Source: an optimization exercise on an open RTL-to-GDS flow (aim: small area, a short achievable clock period and few clock cycles per item). Production flows keep margins and buffers that such runs may drop. Function was checked by simulation only, so behaviour that the tests miss may differ from the original.

==> run a <==
## position_velocity_kalman_filter
module position_velocity_kalman_filter (
	input  logic                   clk,
	input  logic                   arst_n,
	input  logic                   cfg_we,
	input  logic [1:0]             cfg_index,
	input  logic [30:0]            cfg_data,
	input  logic                   in_valid,
	output logic                   in_stall,
	input  logic signed [31:0]     measurement,
	output logic                   out_valid,
	input  logic                   out_stall,
	output logic signed [31:0]     position_est,
	output logic signed [31:0]     velocity_est
);
export LEC_CHECK = 0
export ABC_AREA = 1
export ABC_CLOCK_PERIOD_IN_PS = 6000
export CAP_MARGIN = 20
export CORE_MARGIN = 2
export CORE_UTILIZATION = 40
export PLACE_DENSITY = 0.6
export SETUP_SLACK_MARGIN = 5
export SLEW_MARGIN = 20
export TNS_END_PERCENT = 10
create_clock -name core_clock -period 12.0 [get_ports {clk}]
run.sh (not shown) runs the stock make flow with config.mk's settings and CLKGATE_MAP_FILE= SYNTH_SCRIPT=/design/flow/synth_recipe.tcl, a recipe that flattens the netlist after the stock synthesis.
==> run b: changes against run a <==
--- a/flow/design.v
+++ b/flow/design.v
@@ -168,24 +168,24 @@
 			OP_D:           acc_x = p10_q;
 			OP_C:           acc_x = p01_q;
 			OP_G, OP_F:     acc_x = p00_q;
 			OP_POS, OP_XP:  acc_x = pos_q;
 			OP_VEL:         acc_x = vel_q;
 			default:        acc_x = '0;
 		endcase
 	end
-	logic [32:0] acc_raw;
-	assign acc_raw = acc_sub ? ({acc_x[31], acc_x} - {m[31], m}) : ({acc_x[31], acc_x} + {m[31], m});
-	assign acc     = (acc_raw[32] != acc_raw[31]) ? (acc_raw[32] ? WORD_MIN : WORD_MAX) : acc_raw[31:0];
+	assign acc = sat_addsub(acc_x, m, acc_sub);
 	logic [33:0] f_sum;
 	logic [34:0] g_sum;
+	logic [32:0] e_sum;
 	word_t       a00_val, s_val, s_min;
 	logic        e_low;
-	assign e_low   = acc_raw[32] && !acc_raw[31];
+	assign e_sum   = {p00_q[31], p00_q} + {m[31], m};
+	assign e_low   = e_sum[32] && !e_sum[31];
 	assign f_sum   = {{2{p00_q[31]}}, p00_q} + {{2{m[31]}}, m} + {3'b0, qp_q};
 	assign g_sum   = {{3{p00_q[31]}}, p00_q} + {{3{m[31]}}, m} + {4'b0, qp_q} + {4'b0, r_q};
 	assign s_min   = word_t'({1'b1, qp_q}) + word_t'({1'b0, r_q});
 	assign a00_val = e_low ? word_t'({1'b1, qp_q}) :
 		((f_sum[33:31] != 3'b000 && !f_sum[33]) ? WORD_MAX : f_sum[31:0]);
 	assign s_val   = e_low ? s_min :
 		((g_sum[34:31] != 4'b0000 && !g_sum[34]) ? WORD_MAX : g_sum[31:0]);
 	word_t ad_a, ad_b, ad_out;
--- a/flow/config.mk
+++ b/flow/config.mk
@@ -5,12 +5,12 @@
 export SDC_FILE = /design/flow/constraint.sdc
 export NUM_CORES = 4
 export LEC_CHECK = 0
 export ABC_AREA = 1
 export ABC_CLOCK_PERIOD_IN_PS = 6000
 export CAP_MARGIN = 20
 export CORE_MARGIN = 2
 export CORE_UTILIZATION = 40
-export PLACE_DENSITY = 0.6
+export PLACE_DENSITY = 0.5
 export SETUP_SLACK_MARGIN = 5
 export SLEW_MARGIN = 20
 export TNS_END_PERCENT = 10
==> run c: changes against run a <==
--- a/flow/design.v
+++ b/flow/design.v
@@ -33,16 +33,17 @@
 	localparam logic [3:0] OP_C    = 4'd5;    
 	localparam logic [3:0] OP_G    = 4'd6;    
 	localparam logic [3:0] OP_F    = 4'd7;    
 	localparam logic [3:0] OP_POS  = 4'd8;    
 	localparam logic [3:0] OP_VEL  = 4'd9;    
 	localparam logic [3:0] OP_XP   = 4'd10;   
 	localparam logic [3:0] OP_LO   = 4'd11;   
 	localparam logic [3:0] D_IDLE  = 4'd0;
+	localparam logic [3:0] D_FCHK  = 4'd1;
 	localparam logic [3:0] D_RUN   = 4'd2;
 	localparam logic [3:0] D_SLOW1 = 4'd3;
 	localparam logic [3:0] D_SLOW2 = 4'd4;
 	localparam logic [3:0] D_SLOW3 = 4'd5;
 	localparam logic [3:0] D_SLOW4 = 4'd6;
 	localparam logic [3:0] D_FIX0  = 4'd7;
 	localparam logic [3:0] D_FIX1  = 4'd8;
 	localparam logic [3:0] D_DONE  = 4'd9;
@@ -59,21 +60,22 @@
 	logic [1:0]  ps_q;
 	logic [3:0]  dst_q;
 	logic [3:0]  dcnt_q;
 	logic        slow_q, neg0_q, neg1_q, sat0_q, sat1_q, szero_q, sneg_q;
 	assign in_stall     = zav_q;
 	assign out_valid    = outv_q;
 	assign position_est = pos_q;
 	assign velocity_est = vel_q;
-	word_t dt, qp, qv;
+	word_t dt, qp, qv, r;
 	assign dt = word_t'({1'b0, dt_q});
 	assign qp = word_t'({1'b0, qp_q});
 	assign qv = word_t'({1'b0, qv_q});
-	logic div_fin;
+	assign r  = word_t'({1'b0, r_q});
+	logic        lt0, lt1, fast_ok, div_fin;
 	logic [3:0] op;         
 	logic       hold;       
 	logic       prd_now;
 	always_comb begin
 		prd_now = (slot_q == 4'd4) ? zav_q : prd_q;
 		op   = OP_NONE;
 		hold = 1'b0;
 		unique case (slot_q)
@@ -86,19 +88,19 @@
 			4'd6:  op = prd_now ? OP_F : OP_NONE;
 			4'd7:  begin
 				op   = upd_q ? OP_POS : OP_NONE;
 				hold = upd_q && outv_q;
 			end
 			4'd8:  op = upd_q ? OP_VEL : OP_NONE;
 			4'd10: begin
 				op   = prd_now ? OP_XP : OP_NONE;
-				hold = prd_now && outv_q && out_stall;
+				hold = prd_now && outv_q;
 			end
-			4'd11: hold = prd_now && !div_fin;
+			4'd13: hold = prd_now && !div_fin;
 			default: op = OP_NONE;
 		endcase
 		if (!run_q) begin
 			op   = OP_NONE;
 			hold = 1'b1;
 		end
 	end
 	word_t wop, nop;
@@ -121,31 +123,27 @@
 	logic        fits;
 	logic [17:0] nsel;
 	logic        issue_full, issue_p1, issue_p2, advance;
 	assign fits = (nop[31:17] == {15{nop[17]}});
 	always_comb begin
 		issue_full = 1'b0;
 		issue_p1   = 1'b0;
 		issue_p2   = 1'b0;
-		if (ps_q == 2'd2) begin
-			nsel = {nop[31], nop[31], nop[31:17], 1'b0};
-		end else if (fits) begin
-			nsel = nop[17:0];
-		end else begin
-			nsel = {1'b0, nop[16:0]};
-		end
+		nsel       = nop[17:0];
 		if (op != OP_NONE && !hold) begin
 			if (ps_q == 2'd2) begin
 				issue_p2 = 1'b1;
+				nsel     = {nop[31], nop[31], nop[31:17], 1'b0};
 			end else if (ps_q == 2'd0) begin
 				if (fits) begin
 					issue_full = 1'b1;
 				end else begin
 					issue_p1 = 1'b1;
+					nsel     = {1'b0, nop[16:0]};
 				end
 			end
 		end
 	end
 	assign advance = run_q && !hold && (op == OP_NONE || issue_full || issue_p2);
 	logic [49:0] cs_s, cs_c;
 	pvkf_mul_csa u_mul (
 		.w(wop),
@@ -163,51 +161,41 @@
 	logic  acc_sub;
 	always_comb begin
 		acc_sub = (tag_q == OP_A || tag_q == OP_D);
 		unique case (tag_q)
 			OP_A:           acc_x = p11_q;
 			OP_D:           acc_x = p10_q;
 			OP_C:           acc_x = p01_q;
 			OP_G, OP_F:     acc_x = p00_q;
-			OP_POS, OP_XP:  acc_x = pos_q;
+			OP_POS:         acc_x = pos_q;
 			OP_VEL:         acc_x = vel_q;
+			OP_XP:          acc_x = pos_q;
 			default:        acc_x = '0;
 		endcase
 	end
-	logic [32:0] acc_raw;
-	assign acc_raw = acc_sub ? ({acc_x[31], acc_x} - {m[31], m}) : ({acc_x[31], acc_x} + {m[31], m});
-	assign acc     = (acc_raw[32] != acc_raw[31]) ? (acc_raw[32] ? WORD_MIN : WORD_MAX) : acc_raw[31:0];
-	logic [33:0] f_sum;
-	logic [34:0] g_sum;
-	word_t       a00_val, s_val, s_min;
-	logic        e_low;
-	assign e_low   = acc_raw[32] && !acc_raw[31];
-	assign f_sum   = {{2{p00_q[31]}}, p00_q} + {{2{m[31]}}, m} + {3'b0, qp_q};
-	assign g_sum   = {{3{p00_q[31]}}, p00_q} + {{3{m[31]}}, m} + {4'b0, qp_q} + {4'b0, r_q};
-	assign s_min   = word_t'({1'b1, qp_q}) + word_t'({1'b0, r_q});
-	assign a00_val = e_low ? word_t'({1'b1, qp_q}) :
-		((f_sum[33:31] != 3'b000 && !f_sum[33]) ? WORD_MAX : f_sum[31:0]);
-	assign s_val   = e_low ? s_min :
-		((g_sum[34:31] != 4'b0000 && !g_sum[34]) ? WORD_MAX : g_sum[31:0]);
-	word_t ad_a, ad_b, ad_out;
+	assign acc = sat_addsub(acc_x, m, acc_sub);
+	word_t ad_a, ad_b, ad_out, s_val;
 	logic  ad_sub;
 	always_comb begin
 		ad_a   = p10_q;
 		ad_b   = m;
 		ad_sub = 1'b0;
 		if (tag_q != OP_C) begin
 			unique case (slot_q)
 				4'd0: begin ad_a = ONE;   ad_b = word_t'(k0_q); ad_sub = 1'b1; end
 				4'd6: begin ad_a = p11_q; ad_b = qv;            end
 				default: begin ad_a = z_q; ad_b = pos_q; ad_sub = 1'b1; end
 			endcase
 		end
 	end
 	assign ad_out = sat_addsub(ad_a, ad_b, ad_sub);
+	word_t a00_val;
+	assign a00_val = sat_addsub(p00_q, qp, 1'b0);
+	assign s_val   = sat_addsub(a00_val, r, 1'b0);
 	word_t ng_in, ng_out, ng_abs;
 	always_comb begin
 		unique case (dst_q)
 			D_SLOW1: ng_in = d_q;
 			D_SLOW2: ng_in = p00_q;
 			D_SLOW3: ng_in = p10_q;
 			D_FIX0:  ng_in = k0_q;
 			D_FIX1:  ng_in = k1_q;
@@ -236,51 +224,46 @@
 		for (int i = 0; i < 2; i++) begin
 			t  = {1'b0, r1, q1[31]} - {2'b0, d};
 			tk = !t[33];
 			r1 = tk ? t[31:0] : {r1[30:0], q1[31]};
 			q1 = {q1[30:0], tk};
 		end
 		div2 = {1'b0, r1, q1};
 	endfunction
-	logic        div_go, lt0, lt1, fast_ok;
-	logic [31:0] q0_in, q1_in;
 	logic [64:0] dv0, dv1;
-	assign div_go  = run_q && advance && slot_q == 4'd8 && prd_q;
-	assign q0_in   = (slot_q == 4'd8) ? '0 : k0_q;
-	assign q1_in   = (slot_q == 4'd8) ? '0 : k1_q;
-	assign dv0     = div2(rem0_q, q0_in, d_q);
-	assign dv1     = div2(rem1_q, q1_in, d_q);
+	assign dv0     = div2(rem0_q, k0_q, d_q);
+	assign dv1     = div2(rem1_q, k1_q, d_q);
 	assign lt0     = (rem0_q < d_q);
 	assign lt1     = (rem1_q < d_q);
 	assign fast_ok = !rem0_q[31] && !d_q[31] && lt0 && lt1;
 	assign div_fin = (dst_q == D_DONE) ||
 		(dst_q == D_RUN && dcnt_q == 4'd0 && !slow_q && !neg1_q);
 	always_ff @(posedge clk or negedge arst_n) begin
 		if (!arst_n) begin
-			dt_q     <= 31'd65536;
-			qp_q     <= 31'd655;
-			qv_q     <= 31'd655;
-			r_q      <= 31'd65536;
-			pos_q    <= '0;
-			vel_q    <= '0;
-			p00_q    <= ONE;
-			p01_q    <= '0;
-			p10_q    <= '0;
-			p11_q    <= ONE;
-			tag_q    <= OP_NONE;
+			dt_q    <= 31'd65536;
+			qp_q    <= 31'd655;
+			qv_q    <= 31'd655;
+			r_q     <= 31'd65536;
+			pos_q   <= '0;
+			vel_q   <= '0;
+			p00_q   <= ONE;
+			p01_q   <= '0;
+			p10_q   <= '0;
+			p11_q   <= ONE;
+			tag_q   <= OP_NONE;
 			tag_p2_q <= 1'b0;
-			slot_q   <= 4'd4;
-			run_q    <= 1'b0;
-			upd_q    <= 1'b0;
-			prd_q    <= 1'b0;
-			zav_q    <= 1'b0;
-			outv_q   <= 1'b0;
-			ps_q     <= 2'd0;
-			dst_q    <= D_IDLE;
+			slot_q  <= 4'd4;
+			run_q   <= 1'b0;
+			upd_q   <= 1'b0;
+			prd_q   <= 1'b0;
+			zav_q   <= 1'b0;
+			outv_q  <= 1'b0;
+			ps_q    <= 2'd0;
+			dst_q   <= D_IDLE;
 		end else begin
 			if (cfg_we) begin
 				unique case (cfg_index)
 					2'd0: dt_q <= cfg_data;
 					2'd1: qp_q <= cfg_data;
 					2'd2: qv_q <= cfg_data;
 					2'd3: r_q  <= cfg_data;
 				endcase
@@ -302,121 +285,129 @@
 			end
 			unique case (tag_q)
 				OP_A:   p11_q <= acc;
 				OP_D:   p10_q <= acc;
 				OP_B:   p01_q <= acc;
 				OP_E:   p00_q <= acc;
 				OP_C:   p01_q <= acc;
 				OP_G:   p00_q <= acc;
-				OP_F:   p00_q <= a00_val;
+				OP_F:   p00_q <= acc;
 				OP_POS: pos_q <= acc;
 				OP_XP:  pos_q <= acc;
 				OP_VEL: vel_q <= acc;
 				default: ;
 			endcase
 			if (!run_q) begin
 				if (zav_q) begin
 					run_q  <= 1'b1;
 					slot_q <= 4'd4;
 					upd_q  <= 1'b0;
 				end
 			end else if (advance) begin
 				unique case (slot_q)
-					4'd1: begin
-						zav_q  <= 1'b0;
-						slot_q <= 4'd2;
-					end
 					4'd4: begin
 						prd_q  <= zav_q;
 						slot_q <= 4'd5;
 					end
 					4'd6: begin
+						if (prd_q) p11_q <= ad_out;
+						slot_q <= 4'd7;
+					end
+					4'd7: begin
+						if (prd_q) p10_q <= c_q;
+						slot_q <= 4'd8;
+					end
+					4'd8: begin
 						if (prd_q) begin
-							p11_q <= ad_out;
-							p10_q <= c_q;
+							p00_q <= a00_val;
+							dst_q <= D_FCHK;
 						end
-						slot_q <= 4'd7;
+						slot_q <= 4'd9;
 					end
 					4'd9: begin
 						if (upd_q) outv_q <= 1'b1;
 						slot_q <= 4'd10;
 					end
-					4'd11: begin
+					4'd12: begin
+						if (prd_q) zav_q <= 1'b0;
+						slot_q <= 4'd13;
+					end
+					4'd13: begin
 						if (prd_q) begin
 							slot_q <= 4'd0;
 							upd_q  <= 1'b1;
 						end else begin
 							slot_q <= 4'd4;
 							upd_q  <= 1'b0;
 							run_q  <= 1'b0;
 						end
 					end
 					default: slot_q <= slot_q + 4'd1;
 				endcase
 			end
-			if (div_go) begin
-				dst_q <= fast_ok ? D_RUN : D_SLOW1;
-			end
 			unique case (dst_q)
+				D_FCHK: dst_q <= fast_ok ? D_RUN : D_SLOW1;
 				D_RUN: begin
 					if (dcnt_q == 4'd0) begin
 						dst_q <= slow_q ? D_FIX0 : (neg1_q ? D_FIX1 :
-							((slot_q == 4'd11 && advance) ? D_IDLE : D_DONE));
+							((slot_q == 4'd13 && advance) ? D_IDLE : D_DONE));
 					end
 				end
 				D_SLOW1: dst_q <= D_SLOW2;
 				D_SLOW2: dst_q <= D_SLOW3;
 				D_SLOW3: dst_q <= D_SLOW4;
 				D_SLOW4: dst_q <= D_RUN;
 				D_FIX0:  dst_q <= D_FIX1;
 				D_FIX1:  dst_q <= D_DONE;
-				D_DONE:  dst_q <= (slot_q == 4'd11 && advance) ? D_IDLE : D_DONE;
+				D_DONE:  dst_q <= (slot_q == 4'd13 && advance) ? D_IDLE : D_DONE;
 				default: ;
 			endcase
 		end
 	end
 	always_ff @(posedge clk) begin
 		if (in_valid && !zav_q) begin
 			z_q <= measurement;
 		end
 		cs_s_q <= cs_s;
 		cs_c_q <= cs_c;
 		lo_q   <= (tag_q == OP_LO) ? prod[49:16] : '0;
 		if (tag_q == OP_C) begin
 			c_q <= ad_out;
 		end
-		if (tag_q == OP_F) begin
-			rem0_q <= a00_val;
-			d_q    <= s_val;
-		end
 		if (run_q && advance) begin
 			unique case (slot_q)
 				4'd0: if (upd_q) c_q <= ad_out;
-				4'd1: if (upd_q) y_q <= ad_out;
-				4'd6: if (prd_q) begin
+				4'd7: if (prd_q) begin
 					rem1_q <= ng_abs;
 					neg1_q <= c_q[31];
 				end
+				4'd8: if (prd_q) begin
+					rem0_q <= a00_val;
+					d_q    <= s_val;
+					k0_q   <= '0;
+					k1_q   <= '0;
+				end
+				4'd12: if (prd_q) y_q <= ad_out;
 				default: ;
 			endcase
 		end
-		if (div_go) begin
-			slow_q  <= 1'b0;
-			sat0_q  <= 1'b0;
-			sat1_q  <= 1'b0;
-			szero_q <= 1'b0;
-			neg0_q  <= 1'b0;
-			dcnt_q  <= 4'd6;
-			if (fast_ok) begin
-				{rem0_q, k0_q} <= dv0[63:0];
-				{rem1_q, k1_q} <= dv1[63:0];
-			end
-		end
 		unique case (dst_q)
+			D_FCHK: begin
+				slow_q  <= 1'b0;
+				sat0_q  <= 1'b0;
+				sat1_q  <= 1'b0;
+				szero_q <= 1'b0;
+				neg0_q  <= 1'b0;
+				dcnt_q  <= 4'd6;
+				if (fast_ok) begin
+					{rem0_q, k0_q} <= dv0[63:0];
+					{rem1_q, k1_q} <= dv1[63:0];
+				end
+			end
 			D_RUN: begin
 				dcnt_q <= dcnt_q - 4'd1;
 				{rem0_q, k0_q} <= dv0[63:0];
 				{rem1_q, k1_q} <= dv1[63:0];
 			end
 			D_SLOW1: begin
 				slow_q  <= 1'b1;
 				sneg_q  <= d_q[31];
==> flow/config.mk (replaced) <==
export PLATFORM = sky130hd
export DESIGN_NAME = position_velocity_kalman_filter
export DESIGN_NICKNAME = position_velocity_kalman_filter
export VERILOG_FILES = /design/flow/design.v
export SDC_FILE = /design/flow/constraint.sdc
export NUM_CORES = 4
export LEC_CHECK = 0
export ABC_AREA = 1
export CAP_MARGIN = 20
export CORE_MARGIN = 2
export CORE_UTILIZATION = 40
export PLACE_DENSITY = 0.6
export SETUP_SLACK_MARGIN = 5
export SLEW_MARGIN = 20
==> qor summary <==
item	run a	run b	run c
Largest clock skew in the final design	74.8 ps	46.5 ps	72.1 ps
Slowest cell on crit path	dfrtp_1	fa_1	dfrtp_2
Initial cell density of the core	0.402	0.403	0.403
Run status	finished clean	finished clean	finished clean
Path length in cells of the critical path	32	33	48
Non-Filler Instances	13310	13727	13144
Post-synthesis xor/xnor area fraction	0.0721	0.0711	0.0684
Termination of the worst setup path	y_q[8]$_DFFE_PP_	cs_s_q[33]$_DFF_P_	d_q[21]$_DFFE_PP_
Aggregate global-route resource usage	0.437	0.452	0.438
Post-DP HPWL	321000 um	332000 um	302000 um
Simple logic cell fraction of the synthesized area	0.228	0.232	0.223
Share of layout cells above drive strength 1	0.161	0.176	0.182
Testbench counts of run a, summed over its fixed seeds: cycles 16,456, items 1,024.
Testbench counts of run b, summed over its fixed seeds: cycles 16,456, items 1,024.
Testbench counts of run c, summed over its fixed seeds: cycles 17,480, items 1,024.

[port drivers added, routing unchanged]
In the flow no input, the clock included, has a driving cell. The finished layouts below were timed again as built, in two steps. Step 1 (the two cells are an assumption about what drives the block):
set clk [get_ports {clk}]
set_driving_cell -lib_cell sky130_fd_sc_hd__clkbuf_16 $clk
set_driving_cell -lib_cell sky130_fd_sc_hd__buf_2 [delete_from_list [all_inputs] $clk]
Step 2 times the ports against the registers' clock, not the clock port: input delays grow and output delays shrink by t, the midpoint of the rising clock arrivals with the driver on. Slacks: ideal / step 1 / step 2; pairs: ideal / step 1.
run	shift t [ns]	setup WS [ns]	clock arrival spread, ns
run a	0.879	4.157 / 4.157 / 4.157	0.075 / 0.075
run b	0.899	4.697 / 4.697 / 4.648	0.047 / 0.047
run c	0.861	4.815 / 4.815 / 4.815	0.072 / 0.072
After both steps every run listed still meets setup and hold. For run b, which loses most, drivers alone change the setup slack by 0.000 ns; drivers and shift together by -0.049 ns.
